Background: an optimization exercise with open tools, aiming at small area and few clock cycles per item. Do not read the settings as production practice.
Function was checked by simulation only, so behaviour that the tests miss may differ from the original.
No activity file was given, so power comes from the tool's default toggle rates.

==> flow/design.v <==
module ppe_row_conv #(
   parameter int ADDR_W   = 4,
   parameter int PE_ADDR  = 5,
   parameter int WEIGHT_W = 8,
   parameter int FILTER_W = 5,
   parameter int IFMAP_W  = 25,
   localparam int PKT_W   = ADDR_W + 1 + IFMAP_W,
   localparam int WPP     = IFMAP_W / WEIGHT_W,
   localparam int WPKTS   = (FILTER_W + WPP - 1) / WPP,
   localparam int OFMAP_W = IFMAP_W - FILTER_W + 1,
   localparam int PSUM_W  = WEIGHT_W + $clog2(FILTER_W + 1),
   localparam int IDX_W   = $clog2(OFMAP_W)
) (
   input  logic              clk_i,
   input  logic              reset_i,
   input  logic              in_valid_i,
   output logic              in_ready_o,
   input  logic [PKT_W-1:0]  in_pkt_i,
   output logic              out_valid_o,
   input  logic              out_ready_i,
   output logic [PSUM_W-1:0] out_psum_o,
   output logic [IDX_W-1:0]  out_idx_o,
   output logic              out_last_o,
   output logic              err_nowt_o
);
   localparam int CW = $clog2(WPKTS + 1);
   typedef enum logic [1:0] {WLOAD, READY, COMPUTE} state_t;
   state_t              state_q, state_d;
   logic [CW-1:0]       wcnt_q, wcnt_d, base;
   logic [IDX_W-1:0]    idx_q, idx_d;
   logic [WEIGHT_W-1:0] w_q [FILTER_W];
   logic [WEIGHT_W-1:0] w_d [FILTER_W];
   logic [IFMAP_W-1:0]  row_q, row_d;
   logic [PSUM_W-1:0]   psum [OFMAP_W];
   logic                err_q, err_d, rdy_q, hit, acc, wr, last, spk;
   assign hit = in_pkt_i[PKT_W-1:IFMAP_W+1] == ADDR_W'(PE_ADDR);
   assign spk  = in_pkt_i[IFMAP_W];
   assign acc  = in_valid_i & rdy_q & hit;
   assign last = (state_q == COMPUTE) && (idx_q == IDX_W'(OFMAP_W - 1));
   always_comb begin
      state_d = state_q;
      wcnt_d  = wcnt_q;
      idx_d   = idx_q;
      row_d   = row_q;
      err_d   = err_q;
      wr      = 1'b0;
      case (state_q)
         WLOAD: begin
            err_d = err_q | (acc & spk);
            wr    = acc & ~spk;
         end
         READY: begin
            wr = acc & ~spk;
            if (acc & spk) begin
               row_d   = in_pkt_i[IFMAP_W-1:0];
               idx_d   = '0;
               state_d = COMPUTE;
            end
         end
         COMPUTE: if (out_ready_i) begin
            idx_d   = last ? '0 : idx_q + IDX_W'(1);
            state_d = last ? READY : COMPUTE;
         end
         default: state_d = WLOAD;
      endcase
      base = (state_q == READY) ? '0 : wcnt_q;
      if (wr) begin
         wcnt_d  = (base == CW'(WPKTS - 1)) ? '0 : base + CW'(1);
         state_d = (base == CW'(WPKTS - 1)) ? READY : WLOAD;
      end
      for (int k = 0; k < FILTER_W; k++)
         w_d[k] = (wr && base == CW'(k / WPP)) ? in_pkt_i[WEIGHT_W*(k%WPP) +: WEIGHT_W] : w_q[k];
   end
   always_comb begin
      for (int j = 0; j < OFMAP_W; j++) begin
         psum[j] = '0;
         for (int k = 0; k < FILTER_W; k++)
            psum[j] = psum[j] + (row_q[j+k] ? PSUM_W'(w_q[k]) : '0);
      end
   end
   always_ff @(posedge clk_i or posedge reset_i) begin
      if (reset_i) begin
         state_q <= WLOAD;
         wcnt_q  <= '0;
         idx_q   <= '0;
         row_q   <= '0;
         err_q   <= 1'b0;
         rdy_q   <= 1'b0;
         for (int k = 0; k < FILTER_W; k++) w_q[k] <= '0;
      end else begin
         state_q <= state_d;
         wcnt_q  <= wcnt_d;
         idx_q   <= idx_d;
         row_q   <= row_d;
         err_q   <= err_d;
         rdy_q   <= state_d != COMPUTE;
         for (int k = 0; k < FILTER_W; k++) w_q[k] <= w_d[k];
      end
   end
   assign in_ready_o  = rdy_q;
   assign out_valid_o = state_q == COMPUTE;
   assign out_psum_o  = out_valid_o ? psum[idx_q] : '0;
   assign out_idx_o   = idx_q;
   assign out_last_o  = last;
   assign err_nowt_o  = err_q;
endmodule
==> flow/run.sh <==
#!/bin/bash
# synth_recipe.tcl (not shown) runs the flow's synth.tcl, then flattens the netlist and writes it again
# the make line also repeats each setting of config.mk as NAME=value (left out here)
make -C /OpenROAD-flow-scripts/flow DESIGN_CONFIG=/design/flow/config.mk WORK_HOME=/design/flow/orfs CLKGATE_MAP_FILE= SYNTH_SCRIPT=/design/flow/synth_recipe.tcl finish
==> flow/config.mk <==
export PLATFORM = sky130hd
export DESIGN_NAME = ppe_row_conv
export DESIGN_NICKNAME = ppe_row_conv
export VERILOG_FILES = /design/flow/design.v
export SDC_FILE = /design/flow/constraint.sdc
export NUM_CORES = 4
export LEC_CHECK = 0
export CAP_MARGIN = 20
export CORE_MARGIN = 2
export CORE_UTILIZATION = 40
export SETUP_SLACK_MARGIN = 0.2
export SLEW_MARGIN = 20
==> flow/constraint.sdc <==
create_clock -name core_clock -period 7.5 [get_ports {clk_i}]
set_input_delay 1.5000 -clock core_clock [delete_from_list [all_inputs] [get_ports {clk_i}]]
set_output_delay 1.5000 -clock core_clock [all_outputs]
set_load 0.01 [all_outputs]
==> results.txt, run 1 <==
Clk pin slew, worst setup/hold paths=0.08 ns; Most Frequent Cell on Critical Path=fa_1; Mapped Area=~29000 µm²; total grt overflow=0; Die Wd=roughly 270 µm; gr usage total=0.326; critical path class=flop to output pin; vias per cell=5.69; Die H=274 µm; post-route ant nets=0; Worst Setup SP=row_q[5]; R2R setup slack=4.32 ns; startpoint type of the worst setup path=flop; flops & latches, synth=76; worst setup margin=0.272 ns; I/O pin total=54; routed wire length=approximately 120000 µm; layout cell share with drive strength beyond 1=0.116; PwrDens=63.5 nW/µm²; syn_nets=4258; routability cong.=1.11; Slowest-stage cell, CP=fa_1; setup TNS=0 ns; Crit. End Element=output pin; Max Root-Sink Buffers=2; ys async rst share=1.00; Final setup viols=0; main flop type after synthesis=dfrtp_1; outcome=complete, no violations; Core Util, Final=0.455; antenna violations before repair=12; die area=around 75000 µm²; Mean Syn Cell Area=8.34 µm²; clk latency of the worst-skew pair=0.40 ns; startpoint of the worst hold path=err_q; placed insts=roughly 4500; worst hold slack=0.463 ns; dpl cell area=32200 µm²; WL/cell=26.4 µm; Setup WS pre-CTS=0.0441 ns; crit-path cells=buf_4 -> and2_1 -> fa_1 -> inv_1 -> fa_1 -> fa_1 -> inv_1 -> ha_1 -> fa_1 -> o21ai_0 -> o32ai_1 -> a221o_1 -> nor3_1 -> a21oi_1 -> clkdlybuf4s50_1; Warnings, synthesis=4; Lkg Pwr=16.7 nW; CTS root buf=clkbuf_16; Initial Util=0.402; DP Wirelength=roughly 95000 µm; clk_skew=approximately 0.020 ns; drt pass-1 iters=6; Port Buffers=53; Post-Layout Cell Count=4593; Fin. Hold Viols=0; Post-synth top cells=inv_1, and2_1, fa_1, nand2_1, ha_1; largest net degree at the start of global routing=42; DRC=0; TritonCTS Buffers=9; Critical Path RT=6.00 ns; Synth top area share=0.331; final instance area=~33000 µm²; relative slew slack=0.304; DRT iter0 DRCs=2781; Crit Reg-Reg Endpoint=idx_q[3]; first-pass GRT wire length=176000 µm; FP Rows=99; crit-path max cell delay=just under 0.8 ns; RSZ-0062 raised after global routing=true; Worst Path Arrival=5.73 ns; via count=around 26000; area growth from synthesis to layout=13.1%; post-layout power=~2.1 mW; Peak Freq=around 140 MHz; number of synthesized flops with an enable pin=0; FF-to-FF path depth=9; sequential area share after synthesis=0.0651; H-Tree Depth=3; Synth area leaders=fa_1, and2_1, ha_1; leading area contributor after synthesis=fa_1; most frequent cell after synthesis=inv_1; HP Class=flop to flop; Max Cap Viol=0; Clock Sinks=76; r2r startpoint=state_q[0]; Core Region=72600 µm²; Tcrit/Tclk final=0.964; TritonCTS clock tree=done; Final nets=4380; worst vdd ir=between 100 and 150 µV; Hold Path Sink=err_q; Cell variety after synth=77; WHS Path Cells=1; max-slew violation count=0; Tmin final=just over 7 ns; vias in the first global route=about 26000; Worst-Margin Slew=1.04 ns; crit-path max FO=17; post-synthesis cell count=3501
## cell type report
| class | instances | area [µm²] |
|---|---|---|
| Antenna cell | 6 | 15.0 |
| Clock buffer | 10 | 229 |
| Clock inverter | 6 | 71.3 |
| Fill cell | 7306 | 39600 |
| Inverter | 627 | 2350 |
| Multi-Input combinational cell | 2606 | 24400 |
| Sequential cell | 76 | 1950 |
| Tap cell | 959 | 1200 |
| Timing Repair Buffer | 303 | 2780 |
## layer usage
metal / GRT usage / up-vias / part of all wire
met4: 0.149 / 6 / 0.058
li1: - / 11200 / -
met1: 0.441 / 13200 / 0.40
met5: 0 / - / 0.00036
met3: 0.0718 / 323 / 0.11
met2: 0.497 / 1371 / 0.43
## state kept, by name (all words and copies together) (netlist names)
| signal | count |
|---|---|
| wcnt_q | 2 |
| err_q | 1 |
| idx_q | 5 |
| w_q | 40 |
| row_q | 25 |
| rdy_q | 1 |
| state_q | 2 |
## power by group
group          total [mW]  internal, mW  switching, mW
clock               0.509         0.262          0.247
combinational        1.05         0.334          0.717
sequential          0.538         0.440         0.0984
## critical path, delay by kind of cell, from the launching register on
| kind | cells | cell delay [ns] |
|---|---|---|
| adder cells (fa/ha/maj) | 5 | 2.43 |
| AO/OA/AOI/OAI | 4 | 1.19 |
| buffers and inverters | 4 | 0.95 |
| flip-flops | 1 | 0.46 |
| AND/OR/NAND/NOR | 2 | 0.26 |
## layout by cell type, fill, tap and decap left out, types with 16 or more instances in the layout
cell,Yosys,layout
a211oi_1,19,17
a21o_1,22,22
a21oi_1,87,82
and2_1,601,601
buf_12,0,29
buf_4,0,219
clkdlybuf4s50_1,0,47
dfrtp_1,76,45
dfrtp_2,0,28
fa_1,483,481
ha_1,240,239
inv_1,627,626
mux2_2,66,66
nand2_1,338,338
nand2b_1,28,28
nand3_1,63,63
nor2_1,87,87
nor2b_1,32,27
nor3_1,43,42
o21a_1,17,16
o21ai_0,65,60
o22ai_1,42,39
or3_1,20,19
xnor2_1,54,53
xor2_1,50,49
## how the worst max path moves through the flow
stage                                end  slack [ns]  depth (start not counted)
after floorplan            out_psum_o[9]        1.57                         17
after global placement     out_psum_o[9]        0.04                         17
after detailed placement   out_psum_o[9]        0.04                         17
after CTS                  out_psum_o[7]        0.20                         21
after global routing      out_psum_o[10]        0.16                         17
final                      out_psum_o[2]        0.27                         15
## logic make-up after synthesis
| logic type | Yosys count | synth area share |
|---|---|---|
| simple gates | 1290 | 0.238 |
| buf+inv | 819 | 0.106 |
| fa+ha+maj | 723 | 0.434 |
| compound gates | 409 | 0.0947 |
| xor+xnor | 104 | 0.0312 |
| mux | 80 | 0.0303 |
| flops | 76 | 0.0651 |
## timing repair
item / CTS / global route
hold endpoints to repair: 0 / 0
buffers inserted: 4 / 22
hold buffers: 0 / 0
cloned: 0 / 0
gates resized for setup: 41 / 53
endpoints found under the setup margin: 6 / 8
pin swaps: 6 / 14
Testbench counts, summed over its fixed seeds: cycles 8,496, rows 384.
==> run 2, diff against run 1 <==
==> flow/design.v (replaced) <==
module ppe_row_conv #(
   parameter int ADDR_W   = 4,
   parameter int PE_ADDR  = 5,
   parameter int WEIGHT_W = 8,
   parameter int FILTER_W = 5,
   parameter int IFMAP_W  = 25,
   localparam int PKT_W   = ADDR_W + 1 + IFMAP_W,
   localparam int WPP     = IFMAP_W / WEIGHT_W,
   localparam int WPKTS   = (FILTER_W + WPP - 1) / WPP,
   localparam int OFMAP_W = IFMAP_W - FILTER_W + 1,
   localparam int PSUM_W  = WEIGHT_W + $clog2(FILTER_W + 1),
   localparam int IDX_W   = $clog2(OFMAP_W)
) (
   input  logic              clk_i,
   input  logic              reset_i,
   input  logic              in_valid_i,
   output logic              in_ready_o,
   input  logic [PKT_W-1:0]  in_pkt_i,
   output logic              out_valid_o,
   input  logic              out_ready_i,
   output logic [PSUM_W-1:0] out_psum_o,
   output logic [IDX_W-1:0]  out_idx_o,
   output logic              out_last_o,
   output logic              err_nowt_o
);
   localparam int CW = $clog2(WPKTS + 1);
   logic [CW-1:0]       wcnt_q;             
   logic                fv_q;               
   logic                busy_q;             
   logic                err_q;
   logic [IDX_W-1:0]    idx_q;
   logic [WEIGHT_W-1:0] w_q [FILTER_W];
   logic [IFMAP_W-1:0]  row_q;
   logic                hit, acc, spk, wr, load, last, done;
   logic [PSUM_W-1:0]   psum;
   assign hit = in_pkt_i[PKT_W-1:IFMAP_W+1] == ADDR_W'(PE_ADDR);
   assign spk  = in_pkt_i[IFMAP_W];
   assign last = idx_q == IDX_W'(OFMAP_W - 1);
   assign done = last & out_ready_i;
   assign in_ready_o = ~reset_i & (~busy_q | done);
   assign acc  = in_valid_i & in_ready_o & hit;
   assign wr   = acc & ~spk;
   assign load = acc & spk & fv_q;
   always_ff @(posedge clk_i or posedge reset_i) begin
      if (reset_i) begin
         wcnt_q <= '0;
         fv_q   <= 1'b0;
         busy_q <= 1'b0;
         err_q  <= 1'b0;
      end else begin
         if (wr) begin
            fv_q   <= wcnt_q == CW'(WPKTS - 1);
            wcnt_q <= (wcnt_q == CW'(WPKTS - 1)) ? '0 : wcnt_q + CW'(1);
         end
         if (acc & spk & ~fv_q) err_q <= 1'b1;
         busy_q <= load | (busy_q & ~done);
      end
   end
   always_ff @(posedge clk_i) begin
      if (load) begin
         row_q <= in_pkt_i[IFMAP_W-1:0];
         idx_q <= '0;
      end else if (out_ready_i) begin
         row_q <= row_q >> 1;
         idx_q <= idx_q + IDX_W'(1);
      end
      for (int k = 0; k < FILTER_W; k++)
         if (wr && wcnt_q == CW'(k / WPP)) w_q[k] <= in_pkt_i[WEIGHT_W*(k%WPP) +: WEIGHT_W];
   end
   always_comb begin
      psum = '0;
      for (int k = 0; k < FILTER_W; k++)
         psum = psum + (row_q[k] ? PSUM_W'(w_q[k]) : '0);
   end
   assign out_valid_o = busy_q;
   assign out_psum_o  = psum;
   assign out_idx_o   = idx_q;
   assign out_last_o  = last;
   assign err_nowt_o  = err_q;
endmodule
==> results.txt, run 2 <==
outcome=complete, no violations; Max Cap Viol=0; ys async rst share=0.0667; flops & latches, synth=75; DRC=0; HP Class=flop to flop; critical path buffer and inverter count=4; max reg flops=40; syn_nets=~350; drt pass-1 iters=4; PwrDens=roughly 240 nW/µm²; TritonCTS clock tree=done; Core Region=9640 µm²; kind of cell adding the most delay to the critical path=adder cells; total grt overflow=0; cts hold-fix bufs=0; Port Buffers=53; startpoint type of the worst setup path=flop; antenna violations before repair=0; Post-synth top cells=edfxtp_1, inv_1, and2_1, fa_1, mux2_2; number of synthesized flops with an enable pin=65; Die Wd=103 µm; dpl cell area=4600 µm²; Max Root-Sink Buffers=2; Regs by FF count=w_q: 40 flops, row_q: 25 flops, idx_q: 5 flops; crit-path max cell delay=0.55 ns; Synth top area share=0.498; Most flops, register=w_q; Critical Path RT=~6 ns; gr usage total=0.134; Fin. Hold Viols=0; Lkg Pwr=1.86 nW; vias in the first global route=2228; Tcrit/Tclk final=0.808; Warnings, synthesis=2; WL/cell=13.5 µm; Die H=roughly 100 µm; Crit. End Element=output pin; sequential area share after synthesis=0.556; Cell variety after synth=39; DP Wirelength=4840 µm; crit-path cells=and2_1 -> fa_1 -> inv_1 -> fa_1 -> inv_1 -> fa_1 -> ha_1 -> inv_1 -> fa_1 -> nor2b_1 -> o2111ai_1 -> a31oi_1 -> xor2_1 -> clkdlybuf4s50_1; I/O pin total=54; setup TNS=0 ns; main flop type after synthesis=edfxtp_1; most frequent cell after synthesis=edfxtp_1; commonest cells after routing, fill and taps aside=edfxtp_1, clkdlybuf4s50_1, inv_1; Tmin final=6.06 ns; leading area contributor after synthesis=edfxtp_1; RSZ-0062 raised after global routing=false; post-route ant nets=0; clk_skew=0.00946 ns; die area=10600 µm²; critical path class=flop to output pin; Post-CTS Setup Repair Bufs=0; Final nets=around 400; post-synthesis cell count=~280; first-pass GRT wire length=10700 µm; CTS resizes=0; Mapped Area=3920 µm²; via count=2151; Synth area leaders=edfxtp_1, fa_1, mux2_2; Antenna Diode Count=0; Worst Path Arrival=about 4.6 ns; Worst-Margin Slew=0.639 ns; Clock Sinks=75; routability cong.=0.761; Mean Syn Cell Area=14.0 µm²; Clk pin slew, worst setup/hold paths=0.08 ns; vias per cell=between 4 and 5; largest net degree at the start of global routing=32; Initial Util=0.406; crit-path max FO=9; layout cell share with drive strength beyond 1=0.130; worst vdd ir=between 100 and 150 µV; CTS root buf=clkbuf_8; FP Rows=36; clk latency of the worst-skew pair=0.34 ns; final instance area=4830 µm²; H-Tree Depth=3; relative slew slack=0.574; DRT iter0 DRCs=65; most common cell after layout, fill and taps aside=edfxtp_1; Peak Freq=165 MHz; area growth from synthesis to layout=23.5%; Final setup viols=0; TritonCTS Buffers=9; Slowest-stage cell, CP=clkdlybuf4s50_1; max-slew violation count=0; routed wire length=6470 µm; Most Frequent Cell on Critical Path=fa_1
-- run 2: layout make-up --
cell class	count	area, µm²
Sequential cell	75	2180
Clock buffer	9	124
Timing Repair Buffer	56	553
Inverter	32	120
Fill cell	886	4800
Tap cell	133	166
Multi-Input combinational cell	168	1590
Clock inverter	7	106
-- run 2: cell families (layout without fill, tap and decap cells) --
family / after synthesis / in the layout / share of synthesized area
buf+inv: 36 / 104 / 0.0412
mux: 26 / 26 / 0.0741
fa+ha+maj: 36 / 36 / 0.159
compound gates: 18 / 18 / 0.0304
flops: 75 / 75 / 0.556
simple gates: 76 / 76 / 0.112
xor+xnor: 12 / 12 / 0.0268
-- run 2: final timing paths --
check / startpoint / to / slack, ns / cells past startpoint
max: row_q[4] / out_psum_o[9] / 1.44 / 14
min: err_q / err_q / 0.48 / 1
max reg2reg: idx_q[0] / row_q[1] / 4.93 / 7
min reg2reg: err_q / err_q / 0.48 / 1
max in group asynchronous: reset_i / fv_q / 5.76 / 2
min in group asynchronous: reset_i / busy_q / 1.55 / 2
-- run 2: metrics by stage --
stage                     std cells  hold slack [ns]  total power, mW  setup WS [ns]  utilization
after CTS                       480            0.485             1.17           1.37        0.502
after floorplan                 279            0.449            0.680           2.42            -
after global routing            480            0.503             1.23           1.15        0.502
after global placement          464            0.477            0.807           1.79        0.478
after detailed placement        464            0.464            0.810           1.75        0.478
final                           480            0.484             1.15           1.44        0.502
-- run 2: where the power goes --
group,switching [mW],internal (mW),total [mW]
Sequential,0.0275,0.485,0.512
Clock,0.140,0.217,0.357
Combinational,0.126,0.159,0.285
Total,0.293,0.861,1.15
-- run 2: per-layer routing --
layer / vias up / GRT usage / routed length [µm] / share of wire
li1: 1084 / - / - / -
met1: 1017 / 0.185 / 3160 / 0.49
met2: 43 / 0.208 / 2980 / 0.46
met3: 7 / 0.0373 / 259 / 0.040
met4: 0 / 0.0395 / 67 / 0.010
met5: - / 0 / 0 / 0
Testbench counts of run 2, summed over its fixed seeds: cycles 8,120, rows 384.

==> what the ideal ports hide <==
Ports are ideal in the flow. The routed layouts listed here were re-timed in OpenROAD.
Step 1 sets driving cells, clkbuf_16 on the clock port and buf_2 on the other inputs (assumed; they add their load-dependent delay and slew).
Step 2, shift: input delay + t, output delay - t, t = (earliest + latest rising clock arrival at the registers) / 2. This alone moves slack from input paths to output paths.
Three values: no drivers, after step 1, after step 2; two values: the first two.
run	t, ns	setup WS [ns]	hold WS [ns]	pins driven straight from the clock port
run 1	0.450	0.272 / 0.214 / 0.664	0.463 / 0.463 / 0.463	1
run 2	0.363	1.441 / 1.415 / 1.778	0.484 / 0.484 / 0.484	1
After both steps every run listed still meets setup and hold.
